Background: an optimization exercise with open tools, aiming at small area. Do not read the settings as production practice. Function was checked by simulation only, so behaviour that the tests miss may differ from the original. No activity file was given, so power comes from the tool's default toggle rates.

File: design/flow/design.v
`timescale 1ns/1ps
module reorder_buffer #(
  parameter int ROB_WIDTH  = 4,
  parameter int ID_WIDTH   = 32,
  parameter int ADDR_WIDTH = 32,
  parameter int REG_WIDTH  = 5,
  parameter int OP_WIDTH   = 6
) (
  input  logic                  clk_in,
  input  logic                  rst_in,
  input  logic                  rdy_in,
  input  logic                  dispatch_en_in,
  input  logic [OP_WIDTH-1:0]   dispatch_opcode_in,
  input  logic [REG_WIDTH-1:0]  dispatch_dest_in,
  input  logic [ADDR_WIDTH-1:0] dispatch_pc_in,
  input  logic                  dispatch_taken_in,
  output logic [ROB_WIDTH-1:0]  b_out,
  output logic                  full_out,
  input  logic [ROB_WIDTH-1:0]  rs_h_in,
  input  logic [ROB_WIDTH-1:0]  rt_h_in,
  output logic                  rs_ready_out,
  output logic                  rt_ready_out,
  output logic [ID_WIDTH-1:0]   rs_value_out,
  output logic [ID_WIDTH-1:0]   rt_value_out,
  input  logic                  cdb_en_in,
  input  logic [ROB_WIDTH-1:0]  cdb_tag_in,
  input  logic [ID_WIDTH-1:0]   cdb_value_in,
  input  logic                  cdb_taken_in,
  input  logic [ADDR_WIDTH-1:0] cdb_target_in,
  output logic                  commit_en_out,
  output logic [REG_WIDTH-1:0]  commit_reg_out,
  output logic [ID_WIDTH-1:0]   commit_value_out,
  output logic [ROB_WIDTH-1:0]  commit_tag_out,
  output logic                  store_commit_out,
  input  logic                  lsb_store_done_in,
  output logic                  flush_out,
  output logic [ADDR_WIDTH-1:0] flush_pc_out
);
  localparam int DEPTH = 1 << ROB_WIDTH;
  localparam logic [ROB_WIDTH-1:0] LAST_TAG  = '1;
  localparam logic [ROB_WIDTH-1:0] FIRST_TAG = ROB_WIDTH'(1);
  localparam logic [OP_WIDTH-1:0] OP_JALR = OP_WIDTH'(4);
  localparam logic [OP_WIDTH-1:0] OP_BEQ  = OP_WIDTH'(5);
  localparam logic [OP_WIDTH-1:0] OP_BGEU = OP_WIDTH'(10);
  localparam logic [OP_WIDTH-1:0] OP_SB   = OP_WIDTH'(16);
  localparam logic [OP_WIDTH-1:0] OP_SW   = OP_WIDTH'(18);
  typedef enum logic {S_RUN, S_STORE_WAIT} state_t;
  state_t                 state_q, state_d;
  logic [ROB_WIDTH-1:0]   head_q, head_d;
  logic [ROB_WIDTH-1:0]   tail_q, tail_d;
  logic [ROB_WIDTH-1:0]   count_q, count_d;
  logic [DEPTH-1:0]       valid_q, valid_d;
  logic [DEPTH-1:0]       ready_q, ready_d;
  logic                   commit_en_q, commit_en_d;
  logic [REG_WIDTH-1:0]   commit_reg_q, commit_reg_d;
  logic [ID_WIDTH-1:0]    commit_value_q, commit_value_d;
  logic [ROB_WIDTH-1:0]   commit_tag_q, commit_tag_d;
  logic                   store_commit_q, store_commit_d;
  logic                   flush_q, flush_d;
  logic [ADDR_WIDTH-1:0]  flush_pc_q, flush_pc_d;
  logic [OP_WIDTH-1:0]    op_q     [DEPTH];
  logic [REG_WIDTH-1:0]   dest_q   [DEPTH];
  logic [ADDR_WIDTH-1:0]  pc_q     [DEPTH];
  logic                   pred_q   [DEPTH];
  logic                   act_q    [DEPTH];
  logic [ID_WIDTH-1:0]    value_q  [DEPTH];
  logic [ADDR_WIDTH-1:0]  target_q [DEPTH];
  logic full;
  logic active;
  logic disp_fire;
  logic cdb_fire;
  logic head_rdy;
  logic head_store;
  logic head_branch;
  logic head_jalr;
  logic run_commit;
  logic store_done;
  logic retire;
  function automatic logic [ROB_WIDTH-1:0] next_tag(input logic [ROB_WIDTH-1:0] t);
    next_tag = (t == LAST_TAG) ? FIRST_TAG : t + ROB_WIDTH'(1);
  endfunction
  assign full   = (count_q == LAST_TAG);
  assign active = rdy_in & ~flush_q;
  assign disp_fire = active & dispatch_en_in & ~full;
  assign cdb_fire  = active & cdb_en_in & (cdb_tag_in != '0) & valid_q[cdb_tag_in];
  assign head_rdy    = valid_q[head_q] & ready_q[head_q];
  assign head_store  = (op_q[head_q] >= OP_SB)  && (op_q[head_q] <= OP_SW);
  assign head_branch = (op_q[head_q] >= OP_BEQ) && (op_q[head_q] <= OP_BGEU);
  assign head_jalr   = (op_q[head_q] == OP_JALR);
  assign run_commit = active & (state_q == S_RUN) & head_rdy;
  assign store_done = active & (state_q == S_STORE_WAIT) & lsb_store_done_in;
  assign retire     = (run_commit & ~head_store) | store_done;
  always_comb begin
    state_d        = state_q;
    head_d         = head_q;
    tail_d         = tail_q;
    count_d        = count_q;
    valid_d        = valid_q;
    ready_d        = ready_q;
    commit_en_d    = 1'b0;
    commit_reg_d   = commit_reg_q;
    commit_value_d = commit_value_q;
    commit_tag_d   = commit_tag_q;
    store_commit_d = store_commit_q;
    flush_d        = 1'b0;
    flush_pc_d     = flush_pc_q;
    if (!rdy_in) begin
      flush_d = flush_q;
    end else if (flush_q) begin
      state_d        = S_RUN;
      head_d         = FIRST_TAG;
      tail_d         = FIRST_TAG;
      count_d        = '0;
      valid_d        = '0;
      ready_d        = '0;
      store_commit_d = 1'b0;
    end else begin
      if (cdb_fire) begin
        ready_d[cdb_tag_in] = 1'b1;
      end
      if (disp_fire) begin
        valid_d[tail_q] = 1'b1;
        ready_d[tail_q] = 1'b0;
        tail_d          = next_tag(tail_q);
      end
      if (run_commit) begin
        if (head_store) begin
          state_d        = S_STORE_WAIT;
          store_commit_d = 1'b1;
        end else begin
          commit_en_d    = ~head_branch & (dest_q[head_q] != '0);
          commit_reg_d   = dest_q[head_q];
          commit_value_d = value_q[head_q];
          commit_tag_d   = head_q;
          if (head_jalr) begin
            flush_d    = 1'b1;
            flush_pc_d = target_q[head_q];
          end else if (head_branch && (act_q[head_q] != pred_q[head_q])) begin
            flush_d    = 1'b1;
            flush_pc_d = act_q[head_q] ? target_q[head_q]
                                       : pc_q[head_q] + ADDR_WIDTH'(4);
          end
        end
      end
      if (store_done) begin
        state_d        = S_RUN;
        store_commit_d = 1'b0;
      end
      if (retire) begin
        valid_d[head_q] = 1'b0;
        ready_d[head_q] = 1'b0;
        head_d          = next_tag(head_q);
      end
      case ({disp_fire, retire})
        2'b10:   count_d = count_q + ROB_WIDTH'(1);
        2'b01:   count_d = count_q - ROB_WIDTH'(1);
        default: count_d = count_q;
      endcase
    end
  end
  always_ff @(posedge clk_in or negedge rst_in) begin
    if (!rst_in) begin
      state_q        <= S_RUN;
      head_q         <= FIRST_TAG;
      tail_q         <= FIRST_TAG;
      count_q        <= '0;
      valid_q        <= '0;
      ready_q        <= '0;
      commit_en_q    <= 1'b0;
      commit_reg_q   <= '0;
      commit_value_q <= '0;
      commit_tag_q   <= '0;
      store_commit_q <= 1'b0;
      flush_q        <= 1'b0;
      flush_pc_q     <= '0;
    end else begin
      state_q        <= state_d;
      head_q         <= head_d;
      tail_q         <= tail_d;
      count_q        <= count_d;
      valid_q        <= valid_d;
      ready_q        <= ready_d;
      commit_en_q    <= commit_en_d;
      commit_reg_q   <= commit_reg_d;
      commit_value_q <= commit_value_d;
      commit_tag_q   <= commit_tag_d;
      store_commit_q <= store_commit_d;
      flush_q        <= flush_d;
      flush_pc_q     <= flush_pc_d;
    end
  end
  always_ff @(posedge clk_in) begin
    if (disp_fire) begin
      op_q[tail_q]   <= dispatch_opcode_in;
      dest_q[tail_q] <= dispatch_dest_in;
      pc_q[tail_q]   <= dispatch_pc_in;
      pred_q[tail_q] <= dispatch_taken_in;
    end
    if (cdb_fire) begin
      value_q[cdb_tag_in]  <= cdb_value_in;
      act_q[cdb_tag_in]    <= cdb_taken_in;
      target_q[cdb_tag_in] <= cdb_target_in;
    end
  end
  always_comb begin
    rs_ready_out = 1'b0;
    rs_value_out = '0;
    if (rs_h_in != '0) begin
      if (cdb_en_in && (cdb_tag_in == rs_h_in)) begin
        rs_ready_out = 1'b1;
        rs_value_out = cdb_value_in;
      end else if (valid_q[rs_h_in] && ready_q[rs_h_in]) begin
        rs_ready_out = 1'b1;
        rs_value_out = value_q[rs_h_in];
      end
    end
  end
  always_comb begin
    rt_ready_out = 1'b0;
    rt_value_out = '0;
    if (rt_h_in != '0) begin
      if (cdb_en_in && (cdb_tag_in == rt_h_in)) begin
        rt_ready_out = 1'b1;
        rt_value_out = cdb_value_in;
      end else if (valid_q[rt_h_in] && ready_q[rt_h_in]) begin
        rt_ready_out = 1'b1;
        rt_value_out = value_q[rt_h_in];
      end
    end
  end
  assign b_out            = tail_q;
  assign full_out         = full;
  assign commit_en_out    = commit_en_q;
  assign commit_reg_out   = commit_reg_q;
  assign commit_value_out = commit_value_q;
  assign commit_tag_out   = commit_tag_q;
  assign store_commit_out = store_commit_q;
  assign flush_out        = flush_q;
  assign flush_pc_out     = flush_pc_q;
endmodule
File: design/flow/run.sh
#!/bin/bash
# synth_recipe.tcl (not shown) runs the flow's synth.tcl, then flattens the netlist and writes it again
# the make line also repeats each setting of config.mk as NAME=value (left out here)
make -C /OpenROAD-flow-scripts/flow DESIGN_CONFIG=/design/flow/config.mk WORK_HOME=/design/flow/orfs CLKGATE_MAP_FILE= SYNTH_SCRIPT=/design/flow/synth_recipe.tcl finish
File: design/flow/config.mk
export PLATFORM = sky130hd
export DESIGN_NAME = reorder_buffer
export DESIGN_NICKNAME = reorder_buffer
export VERILOG_FILES = /design/flow/design.v
export SDC_FILE = /design/flow/constraint.sdc
export NUM_CORES = 4
export LEC_CHECK = 0
export CAP_MARGIN = 20
export CORE_MARGIN = 2
export CORE_UTILIZATION = 40
export SLEW_MARGIN = 20
File: design/flow/constraint.sdc
create_clock -name core_clock -period 10.0 [get_ports {clk_in}]
set_input_delay 2.0000 -clock core_clock [delete_from_list [all_inputs] [get_ports {clk_in}]]
set_output_delay 2.0000 -clock core_clock [all_outputs]
set_load 0.01 [all_outputs]
==> flow_metrics.py <==
metrics = {
    "status": {
        "status": "no timing/DRC/antenna violations",
    },
    "clock_network": {
        "post_cts_resized": 0,
        "clockRootBuffer": "clkbuf_16",
        "post_cts_buffers": 0,
        "cts_hold_buf": 0,
        "clock_latency_ns": 0.86,
        "cts-buffers-inserted": 196,
        "clk_pin_slew_worst_paths_ns": 0.06,
        "cts_sinks": 1864,
        "cts_tree": "built",
        "htree_num_levels": 4,
        "clk_path_buf_depth": 3,
    },
    "synthesis": {
        "ys_ff_latch": 1864,
        "ys_async_sr_fraction_pct": 6.44,
        "ys_top_cells_by_area": "edfxtp_1 (64%), mux4_2 (24%), dfrtp_1 (3.6%)",
        "synth_area_leader_cell": "edfxtp_1",
        "synth_most_common_cell": "edfxtp_1",
        "yosysWarnings": 1,
        "yosysTopAreaCellShare_pct": 64.2,
        "synth_cells": 3890,
        "yosys_most_used_dff": "edfxtp_1",
        "avgSynthCellArea_um2": 21.0,
        "netlist_area_um2": 81600,
        "seq_area_frac_synth_pct": 67.9,
        "synth_common_cells": "edfxtp_1 (1,744), mux4_2 (857), nand2_1 (205)",
        "synth.distinct_cells": 85,
        "synth_edf_count": 1744,
    },
    "timing": {
        "period_minus_slack_ns": 7.75,
        "finalCritPeriodShare_pct": 77.5,
        "grt_setup_unrepaired": "false",
        "fmax_ghz": 0.129,
        "finClkSkew_ns": 0.0733,
        "final_hold_viol_count": 0,
        "worst_slew_pin_slew_ns": 1.09,
        "tns_ns": 0,
        "setup_viol": 0,
        "worst_slew_margin_rel_pct": 27.6,
        "slew_violations": 0,
    },
    "drt": {
        "antenna_left": 0,
        "dr.pass1.iters": 7,
        "via_per_inst": 6.01,
        "first_iter_violations": 4306,
        "num_vias": 42696,
        "wl_um": 226000,
        "drc": 0,
        "wl_per_cell_um": 31.8,
    },
    "worst_setup_path": {
        "cp_slowest_stage_delay_ns": 0.78,
        "path_cells": "clkdlybuf4s50_1 > xor2_1 > nor3_1 > nand3_2 > a21o_2 > a21oi_1 > clkdlybuf4s50_1",
        "crit_path_start_kind": "input pin",
        "worst_ep_arrival_time_ns": 5.75,
        "crit_path_end_kind": "output port",
        "cpMostUsedCell": "clkdlybuf4s50_1",
        "path_class": "input pin to output port",
        "critPathMaxFanout": 32,
        "critPathSlowestCell": "clkdlybuf4s50_1",
        "cp.required_ns": 8.00,
    },
    "floorplanning": {
        "io_pins": 274,
        "die_w_um": 456,
        "die-area_um2": 208000,
        "initial_core_util_pct": 40.3,
        "die_y_um": 456,
        "num_rows": 165,
        "core-area_um2": 203000,
    },
    "global_routing": {
        "gr-usage-met2_pct": 36.0,
        "grt_usage_pct": 21.6,
        "grt_pass1_wl_um": 324000,
        "grt_start_max_net_pins": 128,
        "grt_use_met1_pct": 29.1,
        "grt_overflow": 0,
        "grt_pass1_vias": 43721,
        "busiest_layer": "met2",
        "grtUsageMet3_pct": 3.31,
        "antenna_found_initial": 33,
    },
    "final_layout": {
        "drive_gt1_share_pct": 30.7,
        "final_cells": 7105,
        "area_delta_synth_final_pct": 15.4,
        "fin_nets": 4398,
        "fill_cells": 16826,
    },
    "power_and_ir_drop": {
        "p_total_mw": 23.5,
        "p_clk_share_pct": 31.5,
        "p_sw_mw": 7.14,
        "p_per_area_nw_per_um2": 250,
        "combPwrFrac_pct": 29.2,
        "swShare_pct": 30.3,
        "peakVddDrop_uv": 275,
        "seqPwrFrac_pct": 39.4,
        "p_leak_nw": 29.8,
        "p_int_mw": 16.4,
    },
    "placement": {
        "hpwl_um": 128000,
        "numPortBuffers": 273,
        "dpl.cell_count": 6725,
        "globalplace.congestion": 0.809,
    },
    "run": {
        "cap_violations": 0,
    },
    "min_path": {
        "hp-class": "flip-flop to flip-flop",
    },
}
==> path summary, 6_finish.rpt <==
check | start | to | slack [ns] | cells after the start
setup / recovery | cdb_tag_in[3] | rt_value_out[21] | 2.25 | 7
hold / removal | commit_reg_q[1]$_DFFE_PN0P_ | commit_reg_q[1]$_DFFE_PN0P_ | 0.50 | 1
setup reg to reg | head_q[0]$_DFFE_PN1P_ | flush_pc_q[25]$_DFFE_PN0P_ | 4.50 | 9
hold reg to reg | commit_reg_q[1]$_DFFE_PN0P_ | commit_reg_q[1]$_DFFE_PN0P_ | 0.50 | 1
max in group asynchronous | rst_in | head_q[3]$_DFFE_PN0P_ | 7.52 | 2
min in group asynchronous | rst_in | commit_value_q[26]$_DFFE_PN0P_ | 1.07 | 1
==> metal layers <==
layer  wire [um]  up-vias
li1            -    17339
met5         151        -
met2      114000     1666
met3       13800      406
met4        6540       24
met1       91000    23261
==> layout by cell type (no fill, tap or decap), types with 21 or more instances in the layout <==
master,synthesis,routed
edfxtp_1,1744,1744
mux4_2,857,857
clkdlybuf4s50_1,0,264
nand2_1,205,205
clkbuf_16,0,198
dfrtp_1,118,115
a21oi_1,105,105
buf_4,17,87
conb_1,1,65
nor2_1,71,57
clkbuf_1,141,47
mux2_2,46,46
clkinv_1,3,40
o21ai_0,38,38
inv_1,30,30
nand3_1,32,30
a22oi_1,29,29
mux2i_1,28,28
clkinv_2,0,28
nor3_1,29,25
bufinv_16,0,21
==> cell type report <==
cell class	instances	area, um2	area share, %
antenna	11	27.5	0.0292
clock buffer	254	5260	5.58
timing repair buffer	367	3540	3.76
inverter	34	135	0.143
sequential	1864	55400	58.8
clock inverter	114	1320	1.41
multi-input combinational	1789	25200	26.7
tap	2672	3340	3.55
==> flip-flops by register name, indices dropped and copies added, names as in the netlist <==
| signal | count |
|---|---|
| valid_q | 16 |
| target_q | 512 |
| tail_q | 4 |
| commit_en_q | 1 |
| ready_q | 16 |
| op_q | 96 |
| count_q | 4 |
| pred_q | 16 |
| commit_tag_q | 4 |
| flush_q | 1 |
| commit_reg_q | 5 |
| commit_value_q | 32 |
| flush_pc_q | 32 |
| head_q | 4 |
| pc_q | 512 |
| state_q | 1 |
| value_q | 512 |
| act_q | 16 |
| dest_q | 80 |
==> cells by family (layout without fill, tap and decap cells) <==
| family | Yosys count | after routing | share of synthesized area [%] |
|---|---|---|---|
| flops | 1864 | 1864 | 67.9 |
| mux | 939 | 939 | 24.8 |
| simple gates | 438 | 438 | 2.58 |
| buf+inv | 301 | 769 | 1.80 |
| compound gates | 291 | 291 | 2.26 |
| xor+xnor | 37 | 37 | 0.397 |
| fa+ha+maj | 19 | 19 | 0.291 |
| other cells | 1 | 76 | 0.00460 |
==> per-stage QoR <==
stage	area (um2)	util (%)	setup WS (ns)	hold slack, ns
floorplan	81800	-	1.46	0.470
CTS	94200	46.5	2.21	0.504
global route	94200	46.5	2.13	0.535
global placement	87600	43.2	2.30	0.474
detailed placement	87600	43.2	2.20	0.485
finish	94200	46.5	2.25	0.498
==> worst max-delay path: cells and delay by family <==
family	cells	cell delay [ns]
AND/OR/NAND/NOR	2	1.03
buffers and inverters	2	1.35
XOR/XNOR	1	0.31
AO/OA/AOI/OAI	2	1.01
==> power by group through the flow <==
stage	Sequential, mW	Combinational, mW	Clock [mW]
detailed placement	9.43	6.95	0
global route	9.30	7.29	7.84
finish	9.26	6.87	7.40
CTS	9.27	6.97	7.55
floorplan	9.25	4.77	0
global placement	9.42	6.94	0

[what the ideal ports hide]
The results above use ideal ports. As a check the final layout listed here was re-extracted and re-timed, cells and wires unchanged.
Step 1 (the two cells are an assumption about what drives the block):
set clk [get_ports {clk_in}]
set_driving_cell -lib_cell sky130_fd_sc_hd__clkbuf_16 $clk
set_driving_cell -lib_cell sky130_fd_sc_hd__buf_2 [delete_from_list [all_inputs] $clk]
Step 2 also shifts input and output timing later by t, the mid clock arrival at the registers, as if the neighbouring blocks saw the same clock.
Three values: ideal ports, drivers, drivers and shift; two values: the first two.
shift t [ns]: 0.906
setup WS [ns]: 2.250 / 2.222 / 2.222
hold WS [ns]: 0.498 / 0.498 / 0.498
clock arrival spread, ns: 0.079 / 0.078
After both steps this run still meets setup and hold. For this run, drivers alone change the setup slack by -0.028 ns; drivers and shift together by -0.028 ns.
